Source: an optimization exercise on an open RTL-to-GDS flow (aim: small area, a short achievable clock period and few clock cycles per item). Production flows keep margins and buffers that such runs may drop. Where RTL was checked, it was by simulation tests only, not by an equivalence proof against the original. Function not checked in runs 2 and 3: the RTL went through the layout flow alone. Power figures rest on the tool's default switching activity, not on a simulated workload.

## flow/design.v (module list and top-level ports; edited modules follow where they fit)
// module fp_mult_stream: 1698 lines
// module fp_mult_stream_fa: 10 lines
// module fp_mult_stream_ha: 9 lines
// module fp_mult_stream_add: 307 lines
module fp_mult_stream #(
    parameter int WIDTH      = 32,
    parameter int INT_WIDTH  = 16,
    parameter int FRAC_WIDTH = 16,
    parameter int SIGNED     = 1,
    parameter int STAGES     = 3,
    parameter int ROUND      = 1
) (
    input  logic              clk,
    input  logic              reset,
    input  logic              in_valid,
    output logic              in_ready,
    input  logic [WIDTH-1:0]  left,
    input  logic [WIDTH-1:0]  right,
    output logic              out_valid,
    input  logic              out_ready,
    output logic [WIDTH-1:0]  out,
    output logic              ovf
);
  // ...
==> flow/flow/run.sh <==
#!/bin/bash
set -euo pipefail
bash standard.sh SETUP_SLACK_MARGIN=6.3 "BUFFER_PORTS_ARGS=-buffer_cell sky130_fd_sc_hd__buf_2" finish > standard_flow.log 2>&1
==> flow/standard.sh <==
#!/bin/bash
# synth_recipe.tcl (not shown) runs the flow's synth.tcl, then flattens the netlist and writes it again
# the make line also repeats each setting of config.mk as NAME=value (left out here)
make -C /OpenROAD-flow-scripts/flow DESIGN_CONFIG=/design/flow/config.mk WORK_HOME=/design/flow/orfs CLKGATE_MAP_FILE= SYNTH_SCRIPT=/design/flow/synth_recipe.tcl "${@:-finish}"
==> flow/config.mk <==
export PLATFORM = sky130hd
export DESIGN_NAME = fp_mult_stream
export DESIGN_NICKNAME = fp_mult_stream
export VERILOG_FILES = /design/flow/design.v
export SDC_FILE = /design/flow/constraint.sdc
export NUM_CORES = 4
export LEC_CHECK = 0
export ABC_AREA = 1
export CAP_MARGIN = 20
export CORE_MARGIN = 2
export CORE_UTILIZATION = 40
export SLEW_MARGIN = 20
export SYNTH_HIERARCHICAL = 1
==> flow/constraint.sdc <==
create_clock -name core_clock -period 10.0 [get_ports {clk}]
set_input_delay 2.0000 -clock core_clock [delete_from_list [all_inputs] [get_ports {clk}]]
set_output_delay 2.0000 -clock core_clock [all_outputs]
set_load 0.01 [all_outputs]
==> results.sh, run 1 <==
export IMPL_taps=1060
export IMPL_worstMarginPinSlew_ns=1.04
export IMPL_largest_register="cs_q"
export IMPL_status="no timing/DRC/antenna violations"
export IMPL_max_stage_delay_ns=0.62
export IMPL_hold_class="reg2reg"
export IMPL_cp_depth=8
export IMPL_layoutNonFillerInstCount=4269
export IMPL_hold_violations=0
export IMPL_via_per_inst=6.19
export IMPL_start_kind="register"
export IMPL_drive_above_1_share_pct=26.8
export IMPL_fmax_ghz=0.241
export IMPL_critical_path_top_delay_family="adder cells"
export IMPL_whs_ns=0.467
export IMPL_cp_data_arrival_time_ns=4.49
export IMPL_clkbuf_count=40
export IMPL_layout_common_cells="xor2_1 (531), o22ai_1 (418), nand2_1 (302)"
export IMPL_power_density_nw_per_um2=326
export IMPL_wl_per_cell_um=29.2
export IMPL_buf_share_pct=11.4
export IMPL_multi_input_gates=2244
export IMPL_place_area_um2=33700
export IMPL_multi_input_area_share_pct=57.9
export IMPL_initial_core_util_pct=40.3
export IMPL_power_mw=13.1
export IMPL_synthCells=3058
export IMPL_drc=0
export IMPL_p_int_mw=7.12
export IMPL_core_um2=80300
export IMPL_final_common_cell="xor2_1"
export IMPL_grt_pass1_vias=26700
Testbench counts, summed over its fixed seeds: cycles 16,024, items 16,000.
==> run 2, diff against run 1 <==
--- a/flow/design.v
+++ b/flow/design.v
@@ -22,17 +22,17 @@
     logic              res0_v_q, res1_v_q, rdy_q;
     logic              res1_v_d;
     logic [32:0]       res0_q, res1_q;      
     logic [32:0]       res_c;
     logic              push;
     logic [31:0]       a_q;
     logic [15:0]       one_q, two_q, neg_q;
     logic [15:0]       one_d, two_d, neg_d;
-    logic [142:0]      cs_q;
+    logic [118:0]      cs_q;
     logic              sgn_q;
     assign en        = ~res1_v_q;
     assign in_ready  = rdy_q;               
     assign push      = en & valid_q[2];
     assign out_valid = res0_v_q;
     assign out       = res0_q[31:0];
     assign ovf       = res0_q[32];
     assign res1_v_d = res1_v_q ? ~out_ready : (push & res0_v_q & ~out_ready);
@@ -1555,130 +1555,143 @@
     wire s1_455 = ~(pp14[32] ^ pp15[30]);
     wire c1_455 = pp14[32] | pp15[30];
     wire s1_456, c1_456;
     fp_mult_stream_ha u_s1_456 (.a(s1_455), .b(c1_453), .s(s1_456), .co(c1_456));
     wire s1_457, c1_457;
     fp_mult_stream_fa u_s1_457 (.a(pp14[33]), .b(pp15[31]), .c(c1_455), .s(s1_457), .co(c1_457));
     wire s1_458 = ~(pp15[32] ^ c1_457);
     wire c1_458 = pp15[32] | c1_457;
-    wire [142:0] cs_d = {c1_458, pp15[33], s1_458, s1_457, c1_456, s1_456, c1_454, s1_454, c1_452, s1_452, c1_449, s1_449, c1_446, s1_446, c1_442, s1_442, c1_438, s1_438, c1_433, s1_433, c1_428, s1_428, c1_422, s1_422, c1_416, s1_416, c1_409, s1_409, c1_402, s1_402, c1_394, s1_394, c1_386, c1_378, s1_386, c1_377, s1_378, c1_369, s1_369, c1_360, c1_351, s1_360, c1_350, s1_351, c1_341, c1_331, s1_341, c1_330, s1_331, c1_320, s1_320, c1_309, c1_298, s1_309, c1_297, s1_308, s1_298, c1_286, c1_274, s1_286, c1_273, s1_285, s1_274, c1_261, s1_261, c1_248, s1_260, c1_235, s1_248, c1_234, s1_247, s1_235, c1_222, s1_234, s1_222, c1_209, s1_221, s1_209, c1_196, s1_208, s1_196, c1_184, s1_195, c1_172, s1_184, c1_171, s1_183, s1_172, c1_160, s1_160, c1_148, s1_148, c1_137, s1_137, c1_126, s1_126, c1_116, s1_116, c1_106, s1_106, c1_97, s1_97, c1_88, s1_88, c1_80, c1_79, s1_80, c1_71, s1_71, c1_63, s1_63, c1_55, s1_55, c1_48, s1_48, c1_41, s1_41, s1_40, s1_35, c1_29, s1_29, c1_24, s1_24, c1_19, s1_19, s1_18, s1_15, c1_11, s1_11, c1_8, s1_8, s1_7, s1_5, c1_3, s1_3, s1_2, s1_1, c1_0, s1_0, pp1[0], pp0[1], neg_q[0], pp0[0]};
+    wire [13:0] low_part = {1'b0, {c1_29, c1_24, c1_19, s1_18, c1_11, c1_8, s1_7, c1_3, s1_2, c1_0, pp1[0], pp0[1], pp0[0]}} + {1'b0, {s1_35, s1_29, s1_24, s1_19, s1_15, s1_11, s1_8, s1_5, s1_3, s1_1, s1_0, 1'b0, neg_q[0]}};
+    wire [118:0] cs_d = {c1_458, pp15[33], s1_458, s1_457, c1_456, s1_456, c1_454, s1_454, c1_452, s1_452, c1_449, s1_449, c1_446, s1_446, c1_442, s1_442, c1_438, s1_438, c1_433, s1_433, c1_428, s1_428, c1_422, s1_422, c1_416, s1_416, c1_409, s1_409, c1_402, s1_402, c1_394, s1_394, c1_386, c1_378, s1_386, c1_377, s1_378, c1_369, s1_369, c1_360, c1_351, s1_360, c1_350, s1_351, c1_341, c1_331, s1_341, c1_330, s1_331, c1_320, s1_320, c1_309, c1_298, s1_309, c1_297, s1_308, s1_298, c1_286, c1_274, s1_286, c1_273, s1_285, s1_274, c1_261, s1_261, c1_248, s1_260, c1_235, s1_248, c1_234, s1_247, s1_235, c1_222, s1_234, s1_222, c1_209, s1_221, s1_209, c1_196, s1_208, s1_196, c1_184, s1_195, c1_172, s1_184, c1_171, s1_183, s1_172, c1_160, s1_160, c1_148, s1_148, c1_137, s1_137, c1_126, s1_126, c1_116, s1_116, c1_106, s1_106, c1_97, s1_97, c1_88, s1_88, c1_80, c1_79, s1_80, c1_71, s1_71, c1_63, s1_63, c1_55, s1_55, c1_48, s1_48, c1_41, low_part[13], s1_41, s1_40};
     always_ff @(posedge clk) begin
         if (en) begin
             cs_q  <= cs_d;
             sgn_q <= a_q[31] ^ neg_q[15];
         end
     end
     wire s2_459, c2_459;
-    fp_mult_stream_ha u_s2_459 (.a(cs_q[37]), .b(cs_q[38]), .s(s2_459), .co(c2_459));
+    fp_mult_stream_ha u_s2_459 (.a(cs_q[0]), .b(cs_q[1]), .s(s2_459), .co(c2_459));
     wire s2_460, c2_460;
-    fp_mult_stream_ha u_s2_460 (.a(cs_q[40]), .b(cs_q[41]), .s(s2_460), .co(c2_460));
+    fp_mult_stream_ha u_s2_460 (.a(cs_q[3]), .b(cs_q[4]), .s(s2_460), .co(c2_460));
     wire s2_461, c2_461;
-    fp_mult_stream_ha u_s2_461 (.a(cs_q[42]), .b(cs_q[43]), .s(s2_461), .co(c2_461));
+    fp_mult_stream_ha u_s2_461 (.a(cs_q[5]), .b(cs_q[6]), .s(s2_461), .co(c2_461));
     wire s2_462, c2_462;
-    fp_mult_stream_ha u_s2_462 (.a(cs_q[44]), .b(cs_q[45]), .s(s2_462), .co(c2_462));
+    fp_mult_stream_ha u_s2_462 (.a(cs_q[7]), .b(cs_q[8]), .s(s2_462), .co(c2_462));
     wire s2_463, c2_463;
-    fp_mult_stream_ha u_s2_463 (.a(cs_q[46]), .b(cs_q[47]), .s(s2_463), .co(c2_463));
+    fp_mult_stream_ha u_s2_463 (.a(cs_q[9]), .b(cs_q[10]), .s(s2_463), .co(c2_463));
     wire s2_464, c2_464;
-    fp_mult_stream_ha u_s2_464 (.a(cs_q[48]), .b(cs_q[49]), .s(s2_464), .co(c2_464));
+    fp_mult_stream_ha u_s2_464 (.a(cs_q[11]), .b(cs_q[12]), .s(s2_464), .co(c2_464));
     wire s2_465, c2_465;
-    fp_mult_stream_ha u_s2_465 (.a(cs_q[50]), .b(cs_q[51]), .s(s2_465), .co(c2_465));
+    fp_mult_stream_fa u_s2_465 (.a(cs_q[13]), .b(cs_q[14]), .c(cs_q[15]), .s(s2_465), .co(c2_465));
     wire s2_466, c2_466;
-    fp_mult_stream_ha u_s2_466 (.a(cs_q[52]), .b(cs_q[53]), .s(s2_466), .co(c2_466));
+    fp_mult_stream_ha u_s2_466 (.a(cs_q[16]), .b(cs_q[17]), .s(s2_466), .co(c2_466));
     wire s2_467, c2_467;
-    fp_mult_stream_ha u_s2_467 (.a(cs_q[54]), .b(cs_q[55]), .s(s2_467), .co(c2_467));
+    fp_mult_stream_ha u_s2_467 (.a(cs_q[18]), .b(cs_q[19]), .s(s2_467), .co(c2_467));
     wire s2_468, c2_468;
-    fp_mult_stream_fa u_s2_468 (.a(cs_q[56]), .b(cs_q[57]), .c(cs_q[58]), .s(s2_468), .co(c2_468));
+    fp_mult_stream_ha u_s2_468 (.a(cs_q[20]), .b(cs_q[21]), .s(s2_468), .co(c2_468));
     wire s2_469, c2_469;
-    fp_mult_stream_ha u_s2_469 (.a(cs_q[59]), .b(c2_467), .s(s2_469), .co(c2_469));
+    fp_mult_stream_ha u_s2_469 (.a(cs_q[22]), .b(cs_q[23]), .s(s2_469), .co(c2_469));
     wire s2_470, c2_470;
-    fp_mult_stream_fa u_s2_470 (.a(cs_q[60]), .b(cs_q[61]), .c(cs_q[62]), .s(s2_470), .co(c2_470));
+    fp_mult_stream_ha u_s2_470 (.a(cs_q[24]), .b(cs_q[25]), .s(s2_470), .co(c2_470));
     wire s2_471, c2_471;
-    fp_mult_stream_ha u_s2_471 (.a(c2_468), .b(s2_470), .s(s2_471), .co(c2_471));
+    fp_mult_stream_ha u_s2_471 (.a(cs_q[26]), .b(cs_q[27]), .s(s2_471), .co(c2_471));
     wire s2_472, c2_472;
-    fp_mult_stream_fa u_s2_472 (.a(cs_q[63]), .b(cs_q[64]), .c(cs_q[65]), .s(s2_472), .co(c2_472));
+    fp_mult_stream_ha u_s2_472 (.a(cs_q[28]), .b(cs_q[29]), .s(s2_472), .co(c2_472));
     wire s2_473, c2_473;
-    fp_mult_stream_ha u_s2_473 (.a(c2_470), .b(s2_472), .s(s2_473), .co(c2_473));
+    fp_mult_stream_ha u_s2_473 (.a(cs_q[30]), .b(cs_q[31]), .s(s2_473), .co(c2_473));
     wire s2_474, c2_474;
-    fp_mult_stream_fa u_s2_474 (.a(cs_q[66]), .b(cs_q[67]), .c(cs_q[68]), .s(s2_474), .co(c2_474));
+    fp_mult_stream_fa u_s2_474 (.a(cs_q[32]), .b(cs_q[33]), .c(cs_q[34]), .s(s2_474), .co(c2_474));
     wire s2_475, c2_475;
-    fp_mult_stream_ha u_s2_475 (.a(c2_472), .b(s2_474), .s(s2_475), .co(c2_475));
+    fp_mult_stream_ha u_s2_475 (.a(cs_q[35]), .b(c2_473), .s(s2_475), .co(c2_475));
     wire s2_476, c2_476;
-    fp_mult_stream_fa u_s2_476 (.a(cs_q[69]), .b(cs_q[70]), .c(cs_q[71]), .s(s2_476), .co(c2_476));
+    fp_mult_stream_fa u_s2_476 (.a(cs_q[36]), .b(cs_q[37]), .c(cs_q[38]), .s(s2_476), .co(c2_476));
     wire s2_477, c2_477;
     fp_mult_stream_ha u_s2_477 (.a(c2_474), .b(s2_476), .s(s2_477), .co(c2_477));
     wire s2_478, c2_478;
-    fp_mult_stream_fa u_s2_478 (.a(cs_q[72]), .b(cs_q[73]), .c(cs_q[74]), .s(s2_478), .co(c2_478));
+    fp_mult_stream_fa u_s2_478 (.a(cs_q[39]), .b(cs_q[40]), .c(cs_q[41]), .s(s2_478), .co(c2_478));
     wire s2_479, c2_479;
-    fp_mult_stream_fa u_s2_479 (.a(cs_q[75]), .b(c2_476), .c(s2_478), .s(s2_479), .co(c2_479));
+    fp_mult_stream_ha u_s2_479 (.a(c2_476), .b(s2_478), .s(s2_479), .co(c2_479));
     wire s2_480, c2_480;
-    fp_mult_stream_fa u_s2_480 (.a(cs_q[76]), .b(cs_q[77]), .c(cs_q[78]), .s(s2_480), .co(c2_480));
+    fp_mult_stream_fa u_s2_480 (.a(cs_q[42]), .b(cs_q[43]), .c(cs_q[44]), .s(s2_480), .co(c2_480));
     wire s2_481, c2_481;
     fp_mult_stream_ha u_s2_481 (.a(c2_478), .b(s2_480), .s(s2_481), .co(c2_481));
     wire s2_482, c2_482;
-    fp_mult_stream_fa u_s2_482 (.a(cs_q[79]), .b(cs_q[80]), .c(c2_480), .s(s2_482), .co(c2_482));
+    fp_mult_stream_fa u_s2_482 (.a(cs_q[45]), .b(cs_q[46]), .c(cs_q[47]), .s(s2_482), .co(c2_482));
     wire s2_483, c2_483;
-    fp_mult_stream_fa u_s2_483 (.a(cs_q[81]), .b(cs_q[82]), .c(cs_q[83]), .s(s2_483), .co(c2_483));
+    fp_mult_stream_ha u_s2_483 (.a(c2_480), .b(s2_482), .s(s2_483), .co(c2_483));
     wire s2_484, c2_484;
-    fp_mult_stream_ha u_s2_484 (.a(cs_q[84]), .b(s2_483), .s(s2_484), .co(c2_484));
+    fp_mult_stream_fa u_s2_484 (.a(cs_q[48]), .b(cs_q[49]), .c(cs_q[50]), .s(s2_484), .co(c2_484));
     wire s2_485, c2_485;
-    fp_mult_stream_fa u_s2_485 (.a(cs_q[85]), .b(cs_q[86]), .c(c2_483), .s(s2_485), .co(c2_485));
+    fp_mult_stream_fa u_s2_485 (.a(cs_q[51]), .b(c2_482), .c(s2_484), .s(s2_485), .co(c2_485));
     wire s2_486, c2_486;
-    fp_mult_stream_fa u_s2_486 (.a(cs_q[87]), .b(cs_q[88]), .c(cs_q[89]), .s(s2_486), .co(c2_486));
+    fp_mult_stream_fa u_s2_486 (.a(cs_q[52]), .b(cs_q[53]), .c(cs_q[54]), .s(s2_486), .co(c2_486));
     wire s2_487, c2_487;
-    fp_mult_stream_ha u_s2_487 (.a(cs_q[90]), .b(s2_486), .s(s2_487), .co(c2_487));
+    fp_mult_stream_ha u_s2_487 (.a(c2_484), .b(s2_486), .s(s2_487), .co(c2_487));
     wire s2_488, c2_488;
-    fp_mult_stream_fa u_s2_488 (.a(cs_q[91]), .b(cs_q[92]), .c(c2_486), .s(s2_488), .co(c2_488));
+    fp_mult_stream_fa u_s2_488 (.a(cs_q[55]), .b(cs_q[56]), .c(c2_486), .s(s2_488), .co(c2_488));
     wire s2_489, c2_489;
-    fp_mult_stream_ha u_s2_489 (.a(cs_q[93]), .b(cs_q[94]), .s(s2_489), .co(c2_489));
+    fp_mult_stream_fa u_s2_489 (.a(cs_q[57]), .b(cs_q[58]), .c(cs_q[59]), .s(s2_489), .co(c2_489));
     wire s2_490, c2_490;
-    fp_mult_stream_fa u_s2_490 (.a(cs_q[95]), .b(cs_q[96]), .c(cs_q[97]), .s(s2_490), .co(c2_490));
+    fp_mult_stream_ha u_s2_490 (.a(cs_q[60]), .b(s2_489), .s(s2_490), .co(c2_490));
     wire s2_491, c2_491;
-    fp_mult_stream_ha u_s2_491 (.a(cs_q[98]), .b(cs_q[99]), .s(s2_491), .co(c2_491));
+    fp_mult_stream_fa u_s2_491 (.a(cs_q[61]), .b(cs_q[62]), .c(c2_489), .s(s2_491), .co(c2_491));
     wire s2_492, c2_492;
-    fp_mult_stream_fa u_s2_492 (.a(cs_q[100]), .b(cs_q[101]), .c(cs_q[102]), .s(s2_492), .co(c2_492));
+    fp_mult_stream_fa u_s2_492 (.a(cs_q[63]), .b(cs_q[64]), .c(cs_q[65]), .s(s2_492), .co(c2_492));
     wire s2_493, c2_493;
-    fp_mult_stream_ha u_s2_493 (.a(cs_q[103]), .b(cs_q[104]), .s(s2_493), .co(c2_493));
+    fp_mult_stream_ha u_s2_493 (.a(cs_q[66]), .b(s2_492), .s(s2_493), .co(c2_493));
     wire s2_494, c2_494;
-    fp_mult_stream_ha u_s2_494 (.a(cs_q[105]), .b(cs_q[106]), .s(s2_494), .co(c2_494));
+    fp_mult_stream_fa u_s2_494 (.a(cs_q[67]), .b(cs_q[68]), .c(c2_492), .s(s2_494), .co(c2_494));
     wire s2_495, c2_495;
-    fp_mult_stream_fa u_s2_495 (.a(cs_q[107]), .b(cs_q[108]), .c(cs_q[109]), .s(s2_495), .co(c2_495));
+    fp_mult_stream_ha u_s2_495 (.a(cs_q[69]), .b(cs_q[70]), .s(s2_495), .co(c2_495));
     wire s2_496, c2_496;
-    fp_mult_stream_ha u_s2_496 (.a(cs_q[110]), .b(cs_q[111]), .s(s2_496), .co(c2_496));
+    fp_mult_stream_fa u_s2_496 (.a(cs_q[71]), .b(cs_q[72]), .c(cs_q[73]), .s(s2_496), .co(c2_496));
     wire s2_497, c2_497;
-    fp_mult_stream_ha u_s2_497 (.a(cs_q[112]), .b(cs_q[113]), .s(s2_497), .co(c2_497));
+    fp_mult_stream_ha u_s2_497 (.a(cs_q[74]), .b(cs_q[75]), .s(s2_497), .co(c2_497));
     wire s2_498, c2_498;
-    fp_mult_stream_ha u_s2_498 (.a(cs_q[114]), .b(cs_q[115]), .s(s2_498), .co(c2_498));
+    fp_mult_stream_fa u_s2_498 (.a(cs_q[76]), .b(cs_q[77]), .c(cs_q[78]), .s(s2_498), .co(c2_498));
     wire s2_499, c2_499;
-    fp_mult_stream_ha u_s2_499 (.a(cs_q[116]), .b(cs_q[117]), .s(s2_499), .co(c2_499));
+    fp_mult_stream_ha u_s2_499 (.a(cs_q[79]), .b(cs_q[80]), .s(s2_499), .co(c2_499));
     wire s2_500, c2_500;
-    fp_mult_stream_ha u_s2_500 (.a(cs_q[118]), .b(cs_q[119]), .s(s2_500), .co(c2_500));
+    fp_mult_stream_ha u_s2_500 (.a(cs_q[81]), .b(cs_q[82]), .s(s2_500), .co(c2_500));
     wire s2_501, c2_501;
-    fp_mult_stream_ha u_s2_501 (.a(cs_q[120]), .b(cs_q[121]), .s(s2_501), .co(c2_501));
+    fp_mult_stream_fa u_s2_501 (.a(cs_q[83]), .b(cs_q[84]), .c(cs_q[85]), .s(s2_501), .co(c2_501));
     wire s2_502, c2_502;
-    fp_mult_stream_ha u_s2_502 (.a(cs_q[122]), .b(cs_q[123]), .s(s2_502), .co(c2_502));
+    fp_mult_stream_ha u_s2_502 (.a(cs_q[86]), .b(cs_q[87]), .s(s2_502), .co(c2_502));
     wire s2_503, c2_503;
-    fp_mult_stream_ha u_s2_503 (.a(cs_q[124]), .b(cs_q[125]), .s(s2_503), .co(c2_503));
+    fp_mult_stream_ha u_s2_503 (.a(cs_q[88]), .b(cs_q[89]), .s(s2_503), .co(c2_503));
     wire s2_504, c2_504;
-    fp_mult_stream_ha u_s2_504 (.a(cs_q[126]), .b(cs_q[127]), .s(s2_504), .co(c2_504));
+    fp_mult_stream_ha u_s2_504 (.a(cs_q[90]), .b(cs_q[91]), .s(s2_504), .co(c2_504));
     wire s2_505, c2_505;
-    fp_mult_stream_ha u_s2_505 (.a(cs_q[128]), .b(cs_q[129]), .s(s2_505), .co(c2_505));
+    fp_mult_stream_ha u_s2_505 (.a(cs_q[92]), .b(cs_q[93]), .s(s2_505), .co(c2_505));
     wire s2_506, c2_506;
-    fp_mult_stream_ha u_s2_506 (.a(cs_q[130]), .b(cs_q[131]), .s(s2_506), .co(c2_506));
+    fp_mult_stream_ha u_s2_506 (.a(cs_q[94]), .b(cs_q[95]), .s(s2_506), .co(c2_506));
     wire s2_507, c2_507;
-    fp_mult_stream_ha u_s2_507 (.a(cs_q[132]), .b(cs_q[133]), .s(s2_507), .co(c2_507));
+    fp_mult_stream_ha u_s2_507 (.a(cs_q[96]), .b(cs_q[97]), .s(s2_507), .co(c2_507));
     wire s2_508, c2_508;
-    fp_mult_stream_ha u_s2_508 (.a(cs_q[134]), .b(cs_q[135]), .s(s2_508), .co(c2_508));
+    fp_mult_stream_ha u_s2_508 (.a(cs_q[98]), .b(cs_q[99]), .s(s2_508), .co(c2_508));
     wire s2_509, c2_509;
-    fp_mult_stream_ha u_s2_509 (.a(cs_q[136]), .b(cs_q[137]), .s(s2_509), .co(c2_509));
+    fp_mult_stream_ha u_s2_509 (.a(cs_q[100]), .b(cs_q[101]), .s(s2_509), .co(c2_509));
     wire s2_510, c2_510;
-    fp_mult_stream_ha u_s2_510 (.a(cs_q[138]), .b(cs_q[139]), .s(s2_510), .co(c2_510));
-    wire [16:0] low_sum2 = {1'b0, {cs_q[29], cs_q[27], cs_q[25], cs_q[23], cs_q[21], cs_q[19], cs_q[17], cs_q[15], cs_q[13], cs_q[11], cs_q[9], cs_q[7], cs_q[5], cs_q[3], cs_q[2], cs_q[0]}} + {1'b0, {cs_q[30], cs_q[28], cs_q[26], cs_q[24], cs_q[22], cs_q[20], cs_q[18], cs_q[16], cs_q[14], cs_q[12], cs_q[10], cs_q[8], cs_q[6], cs_q[4], 1'b0, cs_q[1]}};
-    wire [47:0] add_a = {cs_q[141], cs_q[140], c2_509, c2_508, c2_507, c2_506, c2_505, c2_504, c2_503, c2_502, c2_501, c2_500, c2_499, c2_498, c2_497, c2_496, c2_495, c2_494, c2_493, c2_492, c2_491, c2_490, c2_489, c2_488, c2_487, c2_485, c2_484, c2_482, c2_481, c2_479, c2_477, c2_475, c2_473, c2_471, c2_469, s2_468, c2_466, c2_465, c2_464, c2_463, c2_462, c2_461, c2_460, c2_459, cs_q[39], cs_q[35], cs_q[33], cs_q[31]};
-    wire [47:0] add_b = {cs_q[142], c2_510, s2_510, s2_509, s2_508, s2_507, s2_506, s2_505, s2_504, s2_503, s2_502, s2_501, s2_500, s2_499, s2_498, s2_497, s2_496, s2_495, s2_494, s2_493, s2_492, s2_491, s2_490, s2_489, s2_488, s2_487, s2_485, s2_484, s2_482, s2_481, s2_479, s2_477, s2_475, s2_473, s2_471, s2_469, s2_467, s2_466, s2_465, s2_464, s2_463, s2_462, s2_461, s2_460, s2_459, cs_q[36], cs_q[34], cs_q[32]};
+    fp_mult_stream_ha u_s2_510 (.a(cs_q[102]), .b(cs_q[103]), .s(s2_510), .co(c2_510));
+    wire s2_511, c2_511;
+    fp_mult_stream_ha u_s2_511 (.a(cs_q[104]), .b(cs_q[105]), .s(s2_511), .co(c2_511));
+    wire s2_512, c2_512;
+    fp_mult_stream_ha u_s2_512 (.a(cs_q[106]), .b(cs_q[107]), .s(s2_512), .co(c2_512));
+    wire s2_513, c2_513;
+    fp_mult_stream_ha u_s2_513 (.a(cs_q[108]), .b(cs_q[109]), .s(s2_513), .co(c2_513));
+    wire s2_514, c2_514;
+    fp_mult_stream_ha u_s2_514 (.a(cs_q[110]), .b(cs_q[111]), .s(s2_514), .co(c2_514));
+    wire s2_515, c2_515;
+    fp_mult_stream_ha u_s2_515 (.a(cs_q[112]), .b(cs_q[113]), .s(s2_515), .co(c2_515));
+    wire s2_516, c2_516;
+    fp_mult_stream_ha u_s2_516 (.a(cs_q[114]), .b(cs_q[115]), .s(s2_516), .co(c2_516));
+    wire [16:0] low_sum2 = {1'b0, {c2_460, c2_459, cs_q[2], 1'b0, 1'b0, 1'b0, 1'b0, 1'b0, 1'b0, 1'b0, 1'b0, 1'b0, 1'b0, 1'b0, 1'b0, 1'b0}} + {1'b0, {s2_461, s2_460, s2_459, 1'b0, 1'b0, 1'b0, 1'b0, 1'b0, 1'b0, 1'b0, 1'b0, 1'b0, 1'b0, 1'b0, 1'b0, 1'b0}};
+    wire [47:0] add_a = {cs_q[117], cs_q[116], c2_515, c2_514, c2_513, c2_512, c2_511, c2_510, c2_509, c2_508, c2_507, c2_506, c2_505, c2_504, c2_503, c2_502, c2_501, c2_500, c2_499, c2_498, c2_497, c2_496, c2_495, c2_494, c2_493, c2_491, c2_490, c2_488, c2_487, c2_485, c2_483, c2_481, c2_479, c2_477, c2_475, s2_474, c2_472, c2_471, c2_470, c2_469, c2_468, c2_467, c2_466, c2_465, c2_464, c2_463, c2_462, c2_461};
+    wire [47:0] add_b = {cs_q[118], c2_516, s2_516, s2_515, s2_514, s2_513, s2_512, s2_511, s2_510, s2_509, s2_508, s2_507, s2_506, s2_505, s2_504, s2_503, s2_502, s2_501, s2_500, s2_499, s2_498, s2_497, s2_496, s2_495, s2_494, s2_493, s2_491, s2_490, s2_488, s2_487, s2_485, s2_483, s2_481, s2_479, s2_477, s2_475, s2_473, s2_472, s2_471, s2_470, s2_469, s2_468, s2_467, s2_466, s2_465, s2_464, s2_463, s2_462};
     wire [47:0] sum;
     wire        c47;                        
     fp_mult_stream_add u_add (.a(add_a), .b(add_b), .cin(low_sum2[16]), .s(sum), .c47(c47));
     logic [16:0] hx, hy, hp;
     logic [16:1] z_ok, o_ok;
     logic        z_hi, o_hi, all_eq, ovf_c;
     always_comb begin
         hx = add_a[47:31];
==> flow/flow/run.sh (replaced) <==
#!/bin/bash
set -euo pipefail
bash standard.sh SETUP_SLACK_MARGIN=6.0 "BUFFER_PORTS_ARGS=-buffer_cell sky130_fd_sc_hd__buf_2" finish > standard_flow.log 2>&1
==> run 2 against run 1 <==
  * First-iteration DRC count down 27%
  * Clock power shrank 6%
  * Clock-buffer cell count decreased by 1
  * Register-to-register slack improved by 0.17 ns
  * Routed wire length shrank 18%
  * Critical path type unchanged
  * Utilization shrank 4.7 points
  * Sequential power shrank 7%
  * Fmax is 4.3% higher
  * Non-clock buffer count down 100
  * Highest routed layer is now met4
==> results.sh, run 2 <==
export IMPL_grt_pass1_wl_mm=154
export IMPL_layoutNonFillerInstCount=4168
export IMPL_critPathCaptureType="register"
export IMPL_hp_start="valid_q[2]"
export IMPL_gp_congestion=0.879
export IMPL_yosysWarnings=7
export IMPL_cp_max_fo=12
export IMPL_antenna_found_initial=0
export IMPL_reg_top3="cs_q (119), res0_q (33), res1_q (33)"
export IMPL_fin_util_pct=45.5
export IMPL_grt_pass1_vias=24400
export IMPL_cts_made_buffers=34
export IMPL_die_y_um=287
export IMPL_required_ns=10.32
export IMPL_largest_register="cs_q"
export IMPL_clock_latency_ns=0.58
export IMPL_layout_common_cells="xor2_1 (566), o22ai_1 (490), fa_1 (430)"
export IMPL_syn_nets=3733
export IMPL_rows=103
export IMPL_largest_register_ffs=119
export IMPL_slew_headroom_pct=32.6
export IMPL_htree_levels=2
export IMPL_synthCells=3070
export IMPL_drc=0
export IMPL_hold_violations=0
export IMPL_fin_skew_ns=0.0384
export IMPL_clockRootBuffer="clkbuf_16"
export IMPL_r2r_end="cs_q[8]"
export IMPL_drive_above_1_share_pct=16.2
export IMPL_finalCritPeriodShare_pct=39.8
export IMPL_dp_hpwl_mm=64.6
export IMPL_worstSetupPathType="reg2reg"
export IMPL_rsz0062_at_grt="true"
export IMPL_cp_data_arrival_time_ns=4.31
export IMPL_clkTransAtPathRegs_ns=0.06
export IMPL_cts_path_max_buffers=3
export IMPL_drtAntennaViolNets=0
export IMPL_avgSynthCellArea_um2=10.4
export IMPL_slowest_stage="fa_1"
export IMPL_netlist_area_um2=32000
export IMPL_ios=103
export IMPL_hold_depth=2
export IMPL_n_fill_cell=7416
export IMPL_wl_per_cell_um=24.4
export IMPL_cts_hold_buf=0
export IMPL_diodes=0
export IMPL_finalSetupViolCount=0
export IMPL_post_place_cells=4020
export IMPL_power_mw=12.4
export IMPL_rr_worst_depth=11
export IMPL_dr_pass1_iters=7
export IMPL_status="no timing/DRC/antenna violations"
export IMPL_rrSetupSlack_ns=6.02
export IMPL_max_stage_delay_ns=0.54
export IMPL_start_kind="register"
export IMPL_max_vdd_ir_drop_mv=0.175
export IMPL_slew_viol_final=0
export IMPL_tns_ns=0
export IMPL_dieArea_um2=82300
export IMPL_power_density_nw_per_um2=345
export IMPL_drt_iter0_drc=2733
export IMPL_drt_wl_total_mm=102
export IMPL_worstMarginPinSlew_ns=1.01
export IMPL_maxCapViolations=0
export IMPL_grt_max_degree=126
export IMPL_areaGrowthSynthToFinish_pct=12.5
export IMPL_portBuffers=102
export IMPL_via_per_inst=5.76
export IMPL_final_common_cell="xor2_1"
export IMPL_min_to="valid_q[2]"
export IMPL_vias=24000
export IMPL_path_common_cell="fa_1"
export IMPL_fmax_ghz=0.251
export IMPL_core_um2=79100
export IMPL_p_leak_nw=15.1
export IMPL_nets=3757
export IMPL_grt_ovfl_total=0
export IMPL_cts_sinks=271
export IMPL_min_period_ns=3.98
export IMPL_rr_startpoint="two_q[1]"
export IMPL_whs_ns=0.470
export IMPL_tritoncts="built"
export IMPL_globalRouteTotalUtil_pct=24.5
export IMPL_die_x_um=287
export IMPL_cp_cell_sequence="buf_4, clkinvlp_4, buf_4, o22ai_1, xor2_1, ha_1, inv_1, fa_1, fa_1, fa_1, ha_1"
export IMPL_initial_core_util_pct=40.5
export IMPL_hold_class="reg2reg"
==> run 2: report_power, final <==
| group | switching [mW] | internal [mW] | leakage, nW |
|---|---|---|---|
| clock network | 0.525 | 0.774 | 0.554 |
| logic | 5.15 | 3.75 | 11.8 |
| registers | 0.139 | 2.07 | 2.83 |
==> run 2: critical path, delay by kind of cell (launching register included) <==
family                   cells  cell delay [ns]
adder cells (fa/ha/maj)      5             1.98
buffers and inverters        4             0.70
XOR/XNOR                     1             0.45
flip-flops                   1             0.43
AO/OA/AOI/OAI                1             0.15
==> run 2: how the worst max path moves through the flow <==
stage / cells past startpoint / slack [ns] / start / endpoint
after floorplan: 2 / 6.19 / out_ready / res0_q[0]
after global placement: 14 / 5.45 / one_q[4] / cs_q[2]
after detailed placement: 20 / 5.49 / cs_q[36] / res0_q[1]
after CTS: 14 / 6.00 / one_q[1] / cs_q[2]
after global routing: 22 / 5.91 / cs_q[50] / res0_q[21]
final: 11 / 6.02 / two_q[1] / cs_q[8]
==> run 2: metal layers <==
| metal | global-route usage (%) | vias up | part of all wire [%] |
|---|---|---|---|
| met1 | 33.9 | 11800 | 41 |
| met5 | 0 | - | 0 |
| met2 | 35.0 | 1576 | 42 |
| li1 | - | 10400 | - |
| met3 | 8.75 | 239 | 13 |
| met4 | 9.67 | 0 | 4.2 |
==> run 2: repair_timing <==
| action | CTS | global route |
|---|---|---|
| hold endpoints to repair | 0 | 0 |
| cloned | 11 | 2 |
| buffers inserted | 37 | 38 |
| endpoints found under the setup margin | 140 | 118 |
| pin swaps | 4 | 45 |
| resized for setup | 42 | 161 |
==> run 2: final cells by class <==
cell class	count	area [µm²]	area share, %
timing repair buffer	246	2080	5.76
sequential	271	8090	22.5
timing repair inverter	10	77.6	0.215
tap	1050	1310	3.65
clock buffer	39	891	2.47
inverter	260	1100	3.05
multi-input combinational	2271	22200	61.7
clock inverter	21	256	0.712
==> run 2: through the flow <==
stage	setup slack [ns]	area, µm²
2_1_floorplan	6.19	32000
3_3_place_gp	5.45	33200
3_5_place_dp	5.49	33200
4_1_cts	6.00	35000
5_1_grt	5.91	36000
6_report	6.02	36000
==> run 3, diff against run 2 <==
==> flow/flow/run.sh (replaced) <==
#!/bin/bash
set -euo pipefail
bash standard.sh SETUP_SLACK_MARGIN=5.8 "BUFFER_PORTS_ARGS=-buffer_cell sky130_fd_sc_hd__buf_2" finish > standard_flow.log 2>&1
==> run 3 against run 2 <==
  * Sequential power barely moved
  * Final cell count fell by 0.46%
  * Routed wire length decreased by 1.1%
  * Largest power group unchanged
  * Highest routed layer unchanged
==> results.sh, run 3 <==
export IMPL_maxCapViolations=0
export IMPL_reg_top3="cs_q (119), res0_q (33), res1_q (33)"
export IMPL_max_vdd_ir_drop_mv=0.175
export IMPL_rr_startpoint="one_q[1]"
export IMPL_drt_iter0_drc=2872
export IMPL_drtAntennaViolNets=0
export IMPL_layout_common_cells="xor2_1 (570), o22ai_1 (497), fa_1 (428)"
export IMPL_min_to="valid_q[2]"
export IMPL_clock_latency_ns=0.57
export IMPL_rr_worst_depth=9
export IMPL_diodes=0
export IMPL_core_um2=79100
export IMPL_vias=23800
export IMPL_critPathCaptureType="register"
export IMPL_synthCells=3070
export IMPL_rows=103
export IMPL_cts_made_buffers=34
export IMPL_finalSetupViolCount=0
export IMPL_clockRootBuffer="clkbuf_16"
export IMPL_cp_max_fo=11
export IMPL_finalCritPeriodShare_pct=42.2
export IMPL_via_per_inst=5.74
export IMPL_grt_ovfl_total=0
export IMPL_cts_path_max_buffers=3
export IMPL_yosysWarnings=7
export IMPL_fin_skew_ns=0.0350
export IMPL_areaGrowthSynthToFinish_pct=10.2
export IMPL_dr_pass1_iters=5
export IMPL_hold_violations=0
export IMPL_nets=3738
export IMPL_hp_start="valid_q[2]"
export IMPL_rrSetupSlack_ns=5.78
export IMPL_largest_register="cs_q"
export IMPL_clkTransAtPathRegs_ns=0.06
export IMPL_r2r_end="cs_q[27]"
export IMPL_initial_core_util_pct=40.5
export IMPL_grt_pass1_wl_mm=152
export IMPL_cts_sinks=271
export IMPL_hold_class="reg2reg"
export IMPL_syn_nets=3733
export IMPL_drc=0
export IMPL_slew_headroom_pct=32.3
export IMPL_die_x_um=287
export IMPL_htree_levels=2
export IMPL_wl_per_cell_um=24.2
export IMPL_p_leak_nw=14.9
export IMPL_min_period_ns=4.22
export IMPL_whs_ns=0.471
export IMPL_final_common_cell="xor2_1"
export IMPL_start_kind="register"
export IMPL_drive_above_1_share_pct=14.7
export IMPL_fin_util_pct=44.6
export IMPL_post_place_cells=4020
export IMPL_dp_hpwl_mm=64.6
export IMPL_ios=103
export IMPL_globalRouteTotalUtil_pct=24.3
export IMPL_portBuffers=102
export IMPL_worstSetupPathType="reg2reg"
export IMPL_largest_register_ffs=119
export IMPL_layoutNonFillerInstCount=4149
export IMPL_fmax_ghz=0.237
export IMPL_grt_pass1_vias=24200
export IMPL_hold_depth=2
export IMPL_drt_wl_total_mm=100
export IMPL_power_density_nw_per_um2=346
export IMPL_rsz0062_at_grt="true"
export IMPL_gp_congestion=0.879
export IMPL_antenna_found_initial=0
export IMPL_final_area_um2=35300
export IMPL_place_area_um2=33200
export IMPL_required_ns=10.28
export IMPL_tritoncts="built"
export IMPL_cp_data_arrival_time_ns=4.50
export IMPL_grt_max_degree=126
export IMPL_tns_ns=0
export IMPL_avgSynthCellArea_um2=10.4
export IMPL_netlist_area_um2=32000
export IMPL_dieArea_um2=82300
export IMPL_status="no timing/DRC/antenna violations"
export IMPL_die_y_um=287
export IMPL_worstMarginPinSlew_ns=1.01
export IMPL_slew_viol_final=0
## run 3: how the worst max path moves through the flow
stage          startpoint         to  depth (start not counted)
4_1_cts          two_q[0]   cs_q[25]                          8
3_3_place_gp     one_q[4]    cs_q[2]                         14
2_1_floorplan   out_ready  res0_q[0]                          2
3_5_place_dp     cs_q[36]  res0_q[1]                         20
5_1_grt          one_q[1]   cs_q[27]                          9
6_report         one_q[1]   cs_q[27]                          9
## run 3: per-layer routing
metal,track usage (%),wire (µm)
met5,0,0
met4,9.56,4350
met3,8.48,13100
met2,34.4,41500
met1,33.8,41500
## run 3: repair_timing
item                                    CTS  global route
hold buffers                              0             0
endpoints found under the hold margin     0             0
setup buffers                            12            45
endpoints found under the setup margin  118           101
pin swaps                                 2            15
cloned                                    8             4
resized for setup                        20            45
## run 3: layout make-up
class,instances,area (µm²)
inverters,260,1030
clock inverters,21,256
repair inverters,8,60.1
flip-flops and latches,271,8090
multi-input cells,2271,22000
repair buffers,229,1680
clock buffers,39,891
well taps,1050,1310
fillers,7489,43900
## run 3: worst max-delay path: stages (launching register included)
cell        delay [ns]
edfxtp_1          0.54
clkinvlp_4        0.29
buf_12            0.21
o22ai_1           0.19
xor2_1            0.22
fa_2              0.52
fa_1              0.48
fa_2              0.56
fa_1              0.43
fa_1              0.46
## run 3: power by group
group,internal [mW],total [mW],switching [mW]
registers,2.07,2.21,0.141
clock network,0.774,1.30,0.522
logic,3.63,8.69,5.06
total,6.47,12.2,5.72
## run 3: stage by stage
step | worst slack, ns | total power, mW
after CTS | 5.79 | 11.8
after floorplan | 6.19 | 8.13
after global routing | 5.74 | 13.5
after detailed placement | 5.49 | 10.5
after global placement | 5.45 | 10.3
final | 5.78 | 12.2

==> what the ideal ports hide <==
The results above use ideal ports. As a check the final layouts listed here were re-extracted and re-timed, cells and wires unchanged.
Step 1 sets driving cells, clkbuf_16 on the clock port and buf_2 on the other inputs (assumed; they add their load-dependent delay and slew).
Step 2 moves the port delays by t, midway between the first and last clock arrival at a register: inputs arrive t later, outputs are due t later. That takes back most of the time a late clock gives input paths.
Three values: ideal ports, drivers, drivers and shift; two values: the first two.
run	t, ns	setup WS [ns]	worst register clock-pin slew, ns	cell pins on the clock port's net
run 1	0.657	5.844 / 5.844 / 5.844	0.06 / 0.06	1
run 2	0.630	6.015 / 6.015 / 6.015	0.06 / 0.06	1
run 3	0.627	5.778 / 5.778 / 5.778	0.06 / 0.06	1
After both steps every run listed still meets setup and hold.
